Source: an optimization exercise on an open RTL-to-GDS flow (aim: small area, a short achievable clock period and few clock cycles). Production flows keep margins and buffers that such runs may drop.
RTL that was checked went through simulation tests only; none was proved equivalent to the original.
Power figures rest on the tool's default switching activity, not on a simulated workload. The flow treats the clock pin as an ideal source, which a real chip does not have.

Design egress_stamper, start of the top module:
module egress_stamper #(
    parameter int PACKET_XFER_LEN = egress_stamper_pkg::PACKET_XFER_LEN,
    parameter int MAX_WORDS       = 64
) (
    input  logic                       clk,
    input  logic                       reset,
    input  logic                       in_valid,
    input  logic                       in_sop,
    input  logic [PACKET_XFER_LEN-1:0] in_data,
    output logic                       in_ready,
    input  logic [31:0]                counter,
    input  logic                       egress_full,
    output logic                       out_write_en,
    output logic [PACKET_XFER_LEN-1:0] out_data,
    output logic                       busy,
    output logic                       drop_pulse,
    output logic [15:0]                drop_count
);
    localparam int L = egress_stamper_pkg::RING_SLOTS;
    function automatic logic [5:0] inc_slot(input logic [5:0] s);
        inc_slot = (s == 6'(L - 1)) ? 6'd0 : s + 6'd1;
    endfunction
    logic [5:0] ph, rs, rs2;       
    logic       collecting;        
    logic [5:0] cs;                
    logic [5:0] wrem;              
    logic       lastq;             
    logic [5:0] tail;              
    logic [5:0] nh;                
    logic       hdr_at;            
    logic [9:0] npkt;              
    logic [5:0] bcnt;              
    logic       bl_nz;             
    logic [2:0] bidx;              
    logic       tapsel, ctrsel;    
    logic       ef_q;              
    logic       dvalid;
    logic [5:0] dstart, dend;
    logic [PACKET_XFER_LEN-1:0] tap;
    logic bl_gt1, bl_one, bidx4, w2, npk_nz;
    logic rs_eq_tail, rs_eq_nh, rs_eq_dend, rs2_eq_nh, rs2_eq_dend, rs2_eq_cs, rs2_eq_dstart;
    logic nh_eq_cs, nh_eq_dstart, skip;
    assign bl_gt1        = (bcnt[5:2] != 4'd0) || (bcnt[1:0] == 2'd3);
  ...
For scale: ~2700 cells after synthesis, about 2200 flip-flops, roughly 120 I/O pins, ~0.047 sq mm of cells after synthesis.
make LEC_CHECK=0 ABC_CLOCK_PERIOD_IN_PS=1800 CAP_MARGIN=20 CORE_MARGIN=2 CORE_UTILIZATION=55 CTS_BUF_LIST='sky130_fd_sc_hd__clkbuf_4 sky130_fd_sc_hd__clkbuf_8 sky130_fd_sc_hd__clkbuf_16' CTS_CLUSTER_DIAMETER=100 CTS_CLUSTER_SIZE=30 SETUP_SLACK_MARGIN=2.0 SLEW_MARGIN=20 finish   # period 4.0 ns
run.sh (not shown) runs the stock make flow with config.mk's settings and CLKGATE_MAP_FILE= SYNTH_SCRIPT=/design/flow/synth_recipe.tcl, a recipe that flattens the netlist after the stock synthesis.
Rerun with:
--- a/flow/design.v
+++ b/flow/design.v
@@ -65,32 +65,26 @@
     logic [5:0] bcnt;              
     logic       bl_nz;             
     logic [2:0] bidx;              
     logic       tapsel, ctrsel;    
     logic       ef_q;              
     logic       dvalid;
-    logic [5:0] dstart, dend;
     logic [PACKET_XFER_LEN-1:0] tap;
     logic bl_gt1, bl_one, bidx4, w2, npk_nz;
-    logic rs_eq_tail, rs_eq_nh, rs_eq_dend, rs2_eq_nh, rs2_eq_dend, rs2_eq_cs, rs2_eq_dstart;
-    logic nh_eq_cs, nh_eq_dstart, skip;
+    logic rs_eq_tail, rs_eq_nh, rs_eq_cs, rs2_eq_nh, rs2_eq_cs, skip;
     assign bl_gt1        = (bcnt[5:2] != 4'd0) || (bcnt[1:0] == 2'd3);
     assign bl_one        = bl_nz && !bl_gt1;
     assign bidx4         = (bidx == 3'(egress_stamper_pkg::END_TIME_IDX - 1));
     assign w2            = (wrem == 6'd3);
     assign npk_nz        = npkt[0];
     assign rs_eq_tail    = (rs == tail);
     assign rs_eq_nh      = (rs == nh);
-    assign rs_eq_dend    = (rs == dend);
+    assign rs_eq_cs      = (rs == cs);
     assign rs2_eq_nh     = (rs2 == nh);
-    assign rs2_eq_dend   = (rs2 == dend);
     assign rs2_eq_cs     = (rs2 == cs);
-    assign rs2_eq_dstart = (rs2 == dstart);
-    assign nh_eq_cs      = (nh == cs);
-    assign nh_eq_dstart  = (nh == dstart);
-    assign skip          = !bl_nz && dvalid && nh_eq_dstart;
+    assign skip          = dvalid && !bl_nz && !npk_nz;
     logic acc, sop_legal, sop_acc, dat_acc, cnow, start, egress_ok;
     logic hdr_new, abort_legal, abort_bad, direct_hdr, keep_dead;
     assign acc         = in_valid && in_ready;
     assign sop_legal   = egress_stamper_pkg::len_legal(in_data[31:24]);
     assign sop_acc     = acc && in_sop;
     assign dat_acc     = acc && !in_sop && collecting;
@@ -100,37 +94,32 @@
     assign abort_bad   = sop_acc && !sop_legal && collecting;
     assign egress_ok   = !egress_full || !ef_q;
     assign start       = hdr_at && !bl_nz && egress_ok && (npk_nz || cnow);
     assign direct_hdr  = hdr_new && (collecting ? (!npk_nz && !bl_nz) : !busy);
     assign keep_dead   = abort_legal && !direct_hdr;
     logic       collecting_n, dvalid_n, bl_nz_n, busy_n, in_ready_n, we_n;
-    logic       npk_up, npk_dn;
     logic [9:0] npkt_n;
     logic       we;                
-    logic       tail_is_rs_n, nh_is_rs_n, dead_n, hdr_at_n, lastq_n;
+    logic       tail_is_rs_n, nh_is_rs_n, hdr_at_n, lastq_n;
     logic [5:0] tail_n, nh_n;
-    assign nh_n = direct_hdr ? ph : skip ? dend : bl_one ? rs2 : nh;
+    assign nh_n = direct_hdr ? ph : skip ? cs : bl_one ? rs2 : nh;
     assign dvalid_n = !direct_hdr && !skip && (dvalid || abort_legal);
     assign tail_n = (hdr_new || dat_acc) ? rs : abort_bad ? cs : tail;
     assign collecting_n = hdr_new || (collecting && !abort_bad && !cnow);
     assign lastq_n = !sop_acc && (dat_acc ? w2 : lastq);
     assign bl_nz_n   = start || bl_gt1;
-    assign npk_up = cnow && !start;
-    assign npk_dn = start && !cnow;
-    assign npkt_n = npk_up ? {npkt[8:0], 1'b1} : npk_dn ? {1'b0, npkt[9:1]} : npkt;
+    assign npkt_n = start ? (cnow ? npkt : {1'b0, npkt[9:1]}) :
+                            (cnow ? {npkt[8:0], 1'b1} : npkt);
     assign busy_n = bl_gt1 || npk_nz || (collecting ? !abort_bad : hdr_new);
     assign tail_is_rs_n = hdr_new || dat_acc || rs_eq_tail;
-    assign nh_is_rs_n   = direct_hdr ? 1'b0 : skip ? rs_eq_dend : (!bl_one && rs_eq_nh);
+    assign nh_is_rs_n   = direct_hdr ? 1'b0 : skip ? rs_eq_cs : (!bl_one && rs_eq_nh);
     assign we_n       = !busy_n || (tail_is_rs_n && (bl_nz_n || !nh_is_rs_n));
     assign in_ready_n = !busy_n ||
                         (!(sop_acc && collecting) && !(dvalid && !skip) &&
                          tail_is_rs_n && (bl_nz_n || !nh_is_rs_n));
-    assign dead_n   = keep_dead ? (bl_one ? rs2_eq_cs : nh_eq_cs) :
-                      (dvalid && !skip && (bl_one ? rs2_eq_dstart : nh_eq_dstart));
-    assign hdr_at_n = !direct_hdr &&
-                      (skip ? rs2_eq_dend : ((bl_one || rs2_eq_nh) && !dead_n));
+    assign hdr_at_n = !direct_hdr && (skip ? rs2_eq_cs : (bl_one || rs2_eq_nh));
     logic drop_any, drop_two, dc_sat, dc_sat_n;
     logic [15:0] dc_m1, dc_m2;
     assign drop_any = sop_acc && (collecting || !sop_legal);
     assign drop_two = sop_acc && collecting && !sop_legal;
     always_comb begin
         dc_m1[0] = 1'b1;
@@ -204,16 +193,12 @@
             collecting <= collecting_n;
             lastq      <= lastq_n;
             busy       <= busy_n;
             in_ready   <= in_ready_n;
             we         <= we_n;
         end
-        if (keep_dead) begin
-            dstart <= cs;
-            dend   <= ph;
-        end
         if (hdr_new) begin
             cs   <= ph;
             wrem <= in_data[31:26];
         end else if (dat_acc) begin
             wrem <= wrem - 6'd1;
         end
Effect: The new run passed the timing, design-rule and antenna checks. Wire length went down by about 7%. First-iteration DRC count increases by 21%. Utilization shrinks by 0.20 points. Setup slack gains 170 ps. Sequential share of layout area is higher by 0.90 points. Final cell count shrinks by about 4%. Critical path depth does not change.
Testbench counts after the change, summed over its fixed seeds: cycles 29,379.
No functional check of the RTL was part of the first run of this note.


trial 39:
Another version of the RTL of egress_stamper (not shown whole).
Size: about 2700 cells after synthesis, ~2100 flip-flops, about 120 I/O pins, about 47000 um^2 of cells after synthesis.
export LEC_CHECK = 0
export ABC_CLOCK_PERIOD_IN_PS = 1800
export CAP_MARGIN = 20
export CORE_MARGIN = 2
export CORE_UTILIZATION = 55
export CTS_BUF_LIST = sky130_fd_sc_hd__clkbuf_4 sky130_fd_sc_hd__clkbuf_8 sky130_fd_sc_hd__clkbuf_16
export CTS_CLUSTER_DIAMETER = 100
export CTS_CLUSTER_SIZE = 30
export SETUP_SLACK_MARGIN = 2.0
export SLEW_MARGIN = 20
create_clock -name core_clock -period 4.0 [get_ports {clk}]
#### Input delta (build 32 over trial 39)
--- a/flow/design.v
+++ b/flow/design.v
@@ -61,18 +61,19 @@
     logic       collecting;        
     logic [5:0] cs;                
     logic [5:0] wrem;              
     logic       lastq;             
     logic [5:0] tail;              
     logic [5:0] nh;                
-    logic       hdr_at;            
+    logic       hdr_at0, hdr_at1;  
     logic [9:0] npkt;              
     logic [5:0] bcnt;              
     logic       bl_nz;             
     logic [2:0] bidx;              
-    logic       tapsel, ctrsel;    
+    logic       tapsel0, tapsel1;  
+    logic       ctrsel;            
     logic       ef_q;              
     logic       dvalid;
     logic       mode;
     logic       hold;              
     logic [PACKET_XFER_LEN-1:0] tap0, tap1, tap;
     logic bl_gt1, bl_one, bidx4, w2, npk_nz;
@@ -96,18 +97,22 @@
     assign dat_acc     = acc && !in_sop && collecting;
     assign cnow        = dat_acc && lastq;
     assign hdr_new     = sop_acc && sop_legal;
     assign abort_legal = hdr_new && collecting;
     assign abort_bad   = sop_acc && !sop_legal && collecting;
     assign egress_ok   = !egress_full || !ef_q;
-    assign start       = hdr_at && !bl_nz && egress_ok && (npk_nz || cnow);
-    assign hold        = !mode && hdr_at && !bl_nz && !egress_ok && (npk_nz || cnow);
+    logic start0, start1, can_start;
+    assign can_start   = !bl_nz && (npk_nz || cnow);
+    assign start0      = hdr_at0 && can_start && egress_ok;
+    assign start1      = hdr_at1 && can_start && egress_ok;
+    assign start       = start0 || start1;
+    assign hold        = hdr_at0 && can_start && !egress_ok;
     assign tap         = mode ? tap1 : tap0;
     assign direct_hdr  = hdr_new && (collecting ? (!npk_nz && !bl_nz) : !busy);
     assign keep_dead   = abort_legal && !direct_hdr;
-    logic       collecting_n, dvalid_n, bl_nz_n, busy_n, in_ready_n, we_n;
+    logic       collecting_n, dvalid_n, bl_nz_n, busy_n, in_ready_n, we_n, mode_n;
     logic [9:0] npkt_n;
     logic       we0, we1;          
     logic       tail_is_rs_n, nh_is_rs_n, hdr_at_n, lastq_n;
     logic [5:0] tail_n, nh_n;
     assign nh_n = direct_hdr ? ph : skip ? cs : bl_one ? rs2 : nh;
     assign dvalid_n = !direct_hdr && !skip && (dvalid || abort_legal);
@@ -115,12 +120,13 @@
     assign collecting_n = hdr_new || (collecting && !abort_bad && !cnow);
     assign lastq_n = !sop_acc && (dat_acc ? w2 : lastq);
     assign bl_nz_n   = start || bl_gt1;
     assign npkt_n = start ? (cnow ? npkt : {1'b0, npkt[9:1]}) :
                             (cnow ? {npkt[8:0], 1'b1} : npkt);
     assign busy_n = bl_gt1 || npk_nz || (collecting ? !abort_bad : hdr_new);
+    assign mode_n = hold || (mode && busy_n);
     assign tail_is_rs_n = hdr_new || dat_acc || rs_eq_tail;
     assign nh_is_rs_n   = direct_hdr ? 1'b0 : skip ? rs_eq_cs : (!bl_one && rs_eq_nh);
     assign we_n       = !busy_n || (!hold && tail_is_rs_n && (bl_nz_n || !nh_is_rs_n));
     assign in_ready_n = !busy_n ||
                         (!hold && !(sop_acc && collecting) && !(dvalid && !skip) &&
                          tail_is_rs_n && (bl_nz_n || !nh_is_rs_n));
@@ -158,15 +164,17 @@
             rs2          <= 6'd2;
             collecting   <= 1'b0;
             lastq        <= 1'b0;
             npkt         <= '0;
             bcnt         <= 6'd0;
             bl_nz        <= 1'b0;
-            tapsel       <= 1'b0;
+            tapsel0      <= 1'b0;
+            tapsel1      <= 1'b0;
             ctrsel       <= 1'b0;
-            hdr_at       <= 1'b0;
+            hdr_at0      <= 1'b0;
+            hdr_at1      <= 1'b0;
             dvalid       <= 1'b0;
             drop_pulse   <= 1'b0;
             drop_count   <= 16'd0;
             dc_sat       <= 1'b0;
             out_write_en <= 1'b0;
             out_data     <= '0;
@@ -178,43 +186,45 @@
         end else begin
             if (!hold) begin
                 ph  <= rs;
                 rs  <= rs2;
                 rs2 <= inc_slot(rs2);
             end
-            if (hold) mode <= 1'b1;
+            mode <= mode_n;
             drop_pulse <= drop_any;
             dc_sat     <= dc_sat_n;
             if (drop_any) begin
                 drop_count <= dc_sat ? 16'hFFFF : (drop_count ^ (drop_two ? dc_m2 : dc_m1));
             end
             out_write_en <= start;
-            out_data     <= (tap0 & {PACKET_XFER_LEN{(start || tapsel) && !mode}}) |
-                            (tap1 & {PACKET_XFER_LEN{(start || tapsel) && mode}}) |
+            out_data     <= (tap0 & {PACKET_XFER_LEN{start0 || tapsel0}}) |
+                            (tap1 & {PACKET_XFER_LEN{start1 || tapsel1}}) |
                             (PACKET_XFER_LEN'(counter) & {PACKET_XFER_LEN{ctrsel}});
-            tapsel <= start || (bl_gt1 && !bidx4);
+            tapsel0 <= start0 || (bl_gt1 && !bidx4 && !mode);
+            tapsel1 <= start1 || (bl_gt1 && !bidx4 && mode);
             ctrsel <= bl_gt1 && bidx4;
             if (start) begin
                 bcnt <= tap[31:26];
                 bidx <= 3'd1;
             end else if (bl_nz) begin
                 bcnt <= bcnt - 6'd1;
                 if (bidx != 3'd7) bidx <= bidx + 3'd1;
             end
             bl_nz   <= bl_nz_n;
             npkt    <= npkt_n;
             nh         <= nh_n;
-            hdr_at     <= hdr_at_n;
+            hdr_at0    <= hdr_at_n && !mode_n;
+            hdr_at1    <= hdr_at_n && mode_n;
             dvalid     <= dvalid_n;
             tail       <= tail_n;
             collecting <= collecting_n;
             lastq      <= lastq_n;
             busy       <= busy_n;
             in_ready   <= in_ready_n;
-            we0        <= we_n && !(mode || hold);
-            we1        <= we_n && (mode || hold);
+            we0        <= we_n && !mode_n;
+            we1        <= we_n && mode_n;
         end
         if (hdr_new) begin
             cs   <= ph;
             wrem <= in_data[31:26];
         end else if (dat_acc) begin
             wrem <= wrem - 6'd1;
### Flow results
Relative to trial 39, length of routed met3 wiring has gone up in build 32. Of build 32 and trial 39, it is build 32 that has the higher number of detailed-route iterations in the first pass. Re area of the mapped netlist: trial 39 was higher than build 32. Taking trial 39 as the reference, in build 32 clock network fraction of design power shows a reduction of 0.6 points, part of the Yosys area used for sequential elements shows an increase of 0.51 points, fmax shows a reduction of 11%. | width of the chip | build 32 vs trial 39 | ≈ equal |. Measured against each other, build 32 and trial 39 differ in synthesized cell count, the higher figure coming from trial 39. Going from trial 39 to build 32, power of the clock network grows by about 2%. From trial 39 to build 32 the numbers moved as follows: pin count of the biggest net entering global routing fell by 9.5%, post-route core utilization comparable. Summary: total routed wirelength, build 32 worse than trial 39.
Function was not checked in any run of this note: the RTL went through the layout flow alone.


Another version of the RTL of egress_stamper (not shown whole).
Size in the first run: about 2100 flip-flops, roughly 46000 sq um of cells after synthesis.
==> module egress_stamper, before the edit <==
module egress_stamper #(
    parameter int PACKET_XFER_LEN = egress_stamper_pkg::PACKET_XFER_LEN,
    parameter int MAX_WORDS       = 64
) (
    input  logic                       clk,
    input  logic                       reset,
    input  logic                       in_valid,
    input  logic                       in_sop,
    input  logic [PACKET_XFER_LEN-1:0] in_data,
    output logic                       in_ready,
    input  logic [31:0]                counter,
    input  logic                       egress_full,
    output logic                       out_write_en,
    output logic [PACKET_XFER_LEN-1:0] out_data,
    output logic                       busy,
    output logic                       drop_pulse,
    output logic [15:0]                drop_count
);
    localparam int L = egress_stamper_pkg::RING_SLOTS;
    function automatic logic [5:0] inc_slot(input logic [5:0] s);
        inc_slot = (s == 6'(L - 1)) ? 6'd0 : s + 6'd1;
    endfunction
    logic [5:0] ph, rs;            
    logic [5:0] rs_inc;            
    logic       collecting;        
    logic [5:0] cs;                
    logic [5:0] wrem;              
    logic       lastq;             
    logic [5:0] tail;              
    logic [5:0] nh;                
    logic       hdr_at;            
    logic [9:0] npkt;              
    logic [5:0] bcnt;              
    logic       bl_nz;             
    logic [2:0] bidx;              
    logic       tapsel, ctrsel;    
    logic       ef_q;              
    logic       dvalid;
    logic [PACKET_XFER_LEN-1:0] tap;
    logic bl_gt1, bl_one, bidx4, w2, npk_nz;
    logic rs_eq_tail, rs_eq_nh, rs_eq_cs, skip;
    assign bl_gt1        = (bcnt[5:2] != 4'd0) || (bcnt[1:0] == 2'd3);
    assign bl_one        = bl_nz && !bl_gt1;
    assign bidx4         = (bidx == 3'(egress_stamper_pkg::END_TIME_IDX - 1));
    assign w2            = (wrem == 6'd3);
    assign npk_nz        = npkt[0];
    assign rs_eq_tail    = (rs == tail);
    assign rs_eq_nh      = (rs == nh);
    assign rs_eq_cs      = (rs == cs);
    assign rs_inc        = inc_slot(rs);
    assign hdr_at        = rs_eq_nh;
    assign skip          = dvalid && !bl_nz && !npk_nz;
    logic acc, sop_legal, sop_acc, dat_acc, cnow, start, egress_ok;
    logic hdr_new, abort_legal, abort_bad, direct_hdr, keep_dead;
    assign acc         = in_valid && in_ready;
    assign sop_legal   = egress_stamper_pkg::len_legal(in_data[31:24]);
    assign sop_acc     = acc && in_sop;
    assign dat_acc     = acc && !in_sop && collecting;
    assign cnow        = dat_acc && lastq;
    assign hdr_new     = sop_acc && sop_legal;
    assign abort_legal = hdr_new && collecting;
    assign abort_bad   = sop_acc && !sop_legal && collecting;
    assign egress_ok   = !egress_full || !ef_q;
    assign start       = hdr_at && !bl_nz && egress_ok && (npk_nz || cnow);
    assign direct_hdr  = hdr_new && (collecting ? (!npk_nz && !bl_nz) : !busy);
    assign keep_dead   = abort_legal && !direct_hdr;
    logic       collecting_n, dvalid_n, bl_nz_n, busy_n, in_ready_n, we_n;
    logic [9:0] npkt_n;
    logic       we;                
    logic       tail_is_rs_n, nh_is_rs_n, lastq_n;
    logic [5:0] tail_n, nh_n;
    assign nh_n = direct_hdr ? ph : skip ? cs : bl_one ? rs_inc : nh;
    assign dvalid_n = !direct_hdr && !skip && (dvalid || abort_legal);
    assign tail_n = (hdr_new || dat_acc) ? rs : abort_bad ? cs : tail;
    assign collecting_n = hdr_new || (collecting && !abort_bad && !cnow);
    assign lastq_n = !sop_acc && (dat_acc ? w2 : lastq);
    assign bl_nz_n   = start || bl_gt1;
    assign npkt_n = start ? (cnow ? npkt : {1'b0, npkt[9:1]}) :
                            (cnow ? {npkt[8:0], 1'b1} : npkt);
    assign busy_n = bl_gt1 || npk_nz || (collecting ? !abort_bad : hdr_new);
    assign tail_is_rs_n = hdr_new || dat_acc || rs_eq_tail;
    assign nh_is_rs_n   = direct_hdr ? 1'b0 : skip ? rs_eq_cs : (!bl_one && rs_eq_nh);
    assign we_n       = !busy_n || (tail_is_rs_n && (bl_nz_n || !nh_is_rs_n));
    assign in_ready_n = !busy_n ||
                        (!(sop_acc && collecting) && !(dvalid && !skip) &&
                         tail_is_rs_n && (bl_nz_n || !nh_is_rs_n));
    logic drop_any, drop_two, dc_sat, dc_sat_n;
    logic [15:0] dc_m1, dc_m2;
    assign drop_any = sop_acc && (collecting || !sop_legal);
    assign drop_two = sop_acc && collecting && !sop_legal;
    always_comb begin
        dc_m1[0] = 1'b1;
        dc_m2[0] = 1'b0;
        dc_m2[1] = 1'b1;
        for (int i = 1; i < 16; i++) dc_m1[i] = dc_m1[i-1] && drop_count[i-1];
        for (int i = 2; i < 16; i++) dc_m2[i] = dc_m2[i-1] && drop_count[i-1];
    end
    assign dc_sat_n = dc_sat ||
                      (drop_any && (drop_count == 16'hFFFD)) ||
                      (drop_two && (drop_count == 16'hFFFC));
    pkt_ring #(
        .DATA_W(PACKET_XFER_LEN),
        .SLOTS (L)
    ) u_ring (
        .clk  (clk),
        .we   (we),
        .wdata(in_data),
        .rdata(tap)
    );
    always_ff @(posedge clk) begin
        ef_q <= egress_full;
        if (reset) begin
            ph           <= 6'd0;
            rs           <= 6'd1;
            collecting   <= 1'b0;
            lastq        <= 1'b0;
            npkt         <= '0;
            bcnt         <= 6'd0;
            bl_nz        <= 1'b0;
            tapsel       <= 1'b0;
            ctrsel       <= 1'b0;
            dvalid       <= 1'b0;
            drop_pulse   <= 1'b0;
            drop_count   <= 16'd0;
            dc_sat       <= 1'b0;
            out_write_en <= 1'b0;
            out_data     <= '0;
            busy         <= 1'b0;
            in_ready     <= 1'b1;
            we           <= 1'b1;
        end else begin
            ph  <= rs;
            rs  <= rs_inc;
            drop_pulse <= drop_any;
            dc_sat     <= dc_sat_n;
            if (drop_any) begin
                drop_count <= dc_sat ? 16'hFFFF : (drop_count ^ (drop_two ? dc_m2 : dc_m1));
            end
            out_write_en <= start;
            out_data     <= (tap & {PACKET_XFER_LEN{start || tapsel}}) |
                            (PACKET_XFER_LEN'(counter) & {PACKET_XFER_LEN{ctrsel}});
            tapsel <= start || (bl_gt1 && !bidx4);
            ctrsel <= bl_gt1 && bidx4;
            if (start) begin
                bcnt <= tap[31:26];
                bidx <= 3'd1;
            end else if (bl_nz) begin
                bcnt <= bcnt - 6'd1;
                if (bidx != 3'd7) bidx <= bidx + 3'd1;
            end
            bl_nz   <= bl_nz_n;
            npkt    <= npkt_n;
            nh         <= nh_n;
            dvalid     <= dvalid_n;
            tail       <= tail_n;
            collecting <= collecting_n;
            lastq      <= lastq_n;
            busy       <= busy_n;
            in_ready   <= in_ready_n;
            we         <= we_n;
        end
        if (hdr_new) begin
            cs   <= ph;
            wrem <= in_data[31:26];
        end else if (dat_acc) begin
            wrem <= wrem - 6'd1;
        end
    end
endmodule
==> flow/config.mk <==
export PLATFORM = sky130hd
export DESIGN_NAME = egress_stamper
export DESIGN_NICKNAME = egress_stamper
export VERILOG_FILES = /design/flow/design.v
export SDC_FILE = /design/flow/constraint.sdc
export NUM_CORES = 4
export LEC_CHECK = 0
export ABC_CLOCK_PERIOD_IN_PS = 1800
export CAP_MARGIN = 20
export CORE_MARGIN = 2
export CORE_UTILIZATION = 55
export CTS_BUF_LIST = sky130_fd_sc_hd__clkbuf_4 sky130_fd_sc_hd__clkbuf_8 sky130_fd_sc_hd__clkbuf_16
export CTS_CLUSTER_DIAMETER = 100
export CTS_CLUSTER_SIZE = 30
export SETUP_SLACK_MARGIN = 2.1
export SLEW_MARGIN = 20
==> flow/constraint.sdc <==
create_clock -name core_clock -period 4.0 [get_ports {clk}]
set_input_delay 0.8000 -clock core_clock [delete_from_list [all_inputs] [get_ports {clk}]]
set_output_delay 0.8000 -clock core_clock [all_outputs]
set_load 0.01 [all_outputs]
standard.sh (not shown) runs the stock make flow with config.mk's settings and CLKGATE_MAP_FILE= SYNTH_SCRIPT=/design/flow/synth_recipe.tcl, a recipe that flattens the netlist after the stock synthesis.
==> flow/flow/run.sh <==
#!/bin/bash
# The standard layout (standard.sh) with two changes to how it is made:
# ports are buffered with buf_2 cells rather than delay cells, and the clock
# tree gets no dummy loads. standard.sh's whole output goes to standard.log;
# ORFS keeps each step's own log under orfs/logs.
set -euo pipefail
export BUFFER_PORTS_ARGS="-buffer_cell sky130_fd_sc_hd__buf_2"
export CTS_ARGS="-sink_clustering_enable -repair_clock_nets -dont_use_dummy_load -sink_clustering_size 30 -sink_clustering_max_diameter 100 -buf_list {sky130_fd_sc_hd__clkbuf_4 sky130_fd_sc_hd__clkbuf_8 sky130_fd_sc_hd__clkbuf_16}"
bash standard.sh > standard.log 2>&1
The starting point finished with timing, DRC and antenna clean.
Rerun with:
--- a/flow/design.v
+++ b/flow/design.v
@@ -54,6 +54,5 @@
         inc_slot = (s == 6'(L - 1)) ? 6'd0 : s + 6'd1;
     endfunction
-    logic [5:0] ph, rs;            
-    logic [5:0] rs_inc;            
+    logic [5:0] ph, rs, rs2;       
     logic       collecting;        
     logic [5:0] cs;                
@@ -72,5 +71,5 @@
     logic [PACKET_XFER_LEN-1:0] tap;
     logic bl_gt1, bl_one, bidx4, w2, npk_nz;
-    logic rs_eq_tail, rs_eq_nh, rs_eq_cs, skip;
+    logic rs_eq_tail, rs_eq_nh, rs_eq_cs, rs2_eq_nh, rs2_eq_cs, skip;
     assign bl_gt1        = (bcnt[5:2] != 4'd0) || (bcnt[1:0] == 2'd3);
     assign bl_one        = bl_nz && !bl_gt1;
@@ -81,6 +80,6 @@
     assign rs_eq_nh      = (rs == nh);
     assign rs_eq_cs      = (rs == cs);
-    assign rs_inc        = inc_slot(rs);
-    assign hdr_at        = rs_eq_nh;
+    assign rs2_eq_nh     = (rs2 == nh);
+    assign rs2_eq_cs     = (rs2 == cs);
     assign skip          = dvalid && !bl_nz && !npk_nz;
     logic acc, sop_legal, sop_acc, dat_acc, cnow, start, egress_ok;
@@ -101,7 +100,7 @@
     logic [9:0] npkt_n;
     logic       we;                
-    logic       tail_is_rs_n, nh_is_rs_n, lastq_n;
+    logic       tail_is_rs_n, nh_is_rs_n, hdr_at_n, lastq_n;
     logic [5:0] tail_n, nh_n;
-    assign nh_n = direct_hdr ? ph : skip ? cs : bl_one ? rs_inc : nh;
+    assign nh_n = direct_hdr ? ph : skip ? cs : bl_one ? rs2 : nh;
     assign dvalid_n = !direct_hdr && !skip && (dvalid || abort_legal);
     assign tail_n = (hdr_new || dat_acc) ? rs : abort_bad ? cs : tail;
@@ -118,18 +117,22 @@
                         (!(sop_acc && collecting) && !(dvalid && !skip) &&
                          tail_is_rs_n && (bl_nz_n || !nh_is_rs_n));
-    logic drop_any, drop_two, dc_sat, dc_sat_n;
-    logic [15:0] dc_m1, dc_m2;
+    assign hdr_at_n = !direct_hdr && (skip ? rs2_eq_cs : (bl_one || rs2_eq_nh));
+    logic drop_any, dc_sat, dc_sat_n;
+    logic [15:0] dc_m1, dc_m2, dc_p1, dc_p2, dc_if_legal, dc_if_bad;
     assign drop_any = sop_acc && (collecting || !sop_legal);
-    assign drop_two = sop_acc && collecting && !sop_legal;
     always_comb begin
         dc_m1[0] = 1'b1;
         dc_m2[0] = 1'b0;
         dc_m2[1] = 1'b1;
-        for (int i = 1; i < 16; i++) dc_m1[i] = dc_m1[i-1] && drop_count[i-1];
-        for (int i = 2; i < 16; i++) dc_m2[i] = dc_m2[i-1] && drop_count[i-1];
+        for (int i = 1; i < 16; i++) dc_m1[i] = &(drop_count | ~((16'd1 << i) - 16'd1));
+        for (int i = 2; i < 16; i++) dc_m2[i] = &(drop_count | ~((16'd1 << i) - 16'd2));
     end
+    assign dc_p1 = dc_sat ? 16'hFFFF : (drop_count ^ dc_m1);
+    assign dc_p2 = dc_sat ? 16'hFFFF : (drop_count ^ dc_m2);
+    assign dc_if_legal = collecting ? dc_p1 : drop_count;
+    assign dc_if_bad   = collecting ? dc_p2 : dc_p1;
     assign dc_sat_n = dc_sat ||
-                      (drop_any && (drop_count == 16'hFFFD)) ||
-                      (drop_two && (drop_count == 16'hFFFC));
+                      (sop_acc && (collecting || !sop_legal) && (drop_count == 16'hFFFD)) ||
+                      (sop_acc && collecting && !sop_legal && (drop_count == 16'hFFFC));
     pkt_ring #(
         .DATA_W(PACKET_XFER_LEN),
@@ -146,4 +149,5 @@
             ph           <= 6'd0;
             rs           <= 6'd1;
+            rs2          <= 6'd2;
             collecting   <= 1'b0;
             lastq        <= 1'b0;
@@ -153,4 +157,5 @@
             tapsel       <= 1'b0;
             ctrsel       <= 1'b0;
+            hdr_at       <= 1'b0;
             dvalid       <= 1'b0;
             drop_pulse   <= 1'b0;
@@ -164,9 +169,10 @@
         end else begin
             ph  <= rs;
-            rs  <= rs_inc;
+            rs  <= rs2;
+            rs2 <= inc_slot(rs2);
             drop_pulse <= drop_any;
             dc_sat     <= dc_sat_n;
-            if (drop_any) begin
-                drop_count <= dc_sat ? 16'hFFFF : (drop_count ^ (drop_two ? dc_m2 : dc_m1));
+            if (sop_acc) begin
+                drop_count <= sop_legal ? dc_if_legal : dc_if_bad;
             end
             out_write_en <= start;
@@ -185,4 +191,5 @@
             npkt    <= npkt_n;
             nh         <= nh_n;
+            hdr_at     <= hdr_at_n;
             dvalid     <= dvalid_n;
             tail       <= tail_n;
What happened: Critical path depth goes down by 4. Power went up by 0.35%. Clock power grows by about 1%. Design area climbs by 1.1%. Wire length increases by 6.7%. Hold slack is better by 0.019 ns. Count of clock-buffer cells in the layout climbs by 1. Synthesized area went up by 1.5%. Worst setup slack improves by 0.076 ns. Maximum frequency grows by 3.9%. Non-clock buffer count goes up by 6.
No functional check of the RTL was part of any run of this note.

==> separate check: timing with driven ports <==
How much do the figures lean on ideal ports? The routed layouts below were timed once more, with nothing changed but the port constraints.
Step 1 (the two cells are an assumption about what drives the block):
set clk [get_ports {clk}]
set_driving_cell -lib_cell sky130_fd_sc_hd__clkbuf_16 $clk
set_driving_cell -lib_cell sky130_fd_sc_hd__buf_2 [delete_from_list [all_inputs] $clk]
Step 2, shift: input delay + t, output delay - t, t = (earliest + latest rising clock arrival at the registers) / 2. This alone moves slack from input paths to output paths.
a / b / c = ideal / step 1 / step 2; a / b = the first two.
run	t, ns	slack for setup (ns)	worst setup path at the end
the first run of note 1	0.704	1.843 / 1.785 / 1.145	input to register
the second run of note 1	0.696	2.015 / 1.954 / 1.418	input to register
trial 39	0.712	2.029 / 1.975 / 1.348	input to register
build 32	0.704	1.791 / 1.812 / 1.109	input to register
the first run of note 3	0.664	1.953 / 1.976 / 1.312	input to register
the second run of note 3	0.685	2.030 / 2.003 / 1.363	input to register
After both steps every run listed still meets setup and hold. The setup slack of the first run of note 1, which loses most, moves by -0.058 ns with the drivers and by -0.698 ns with both steps.
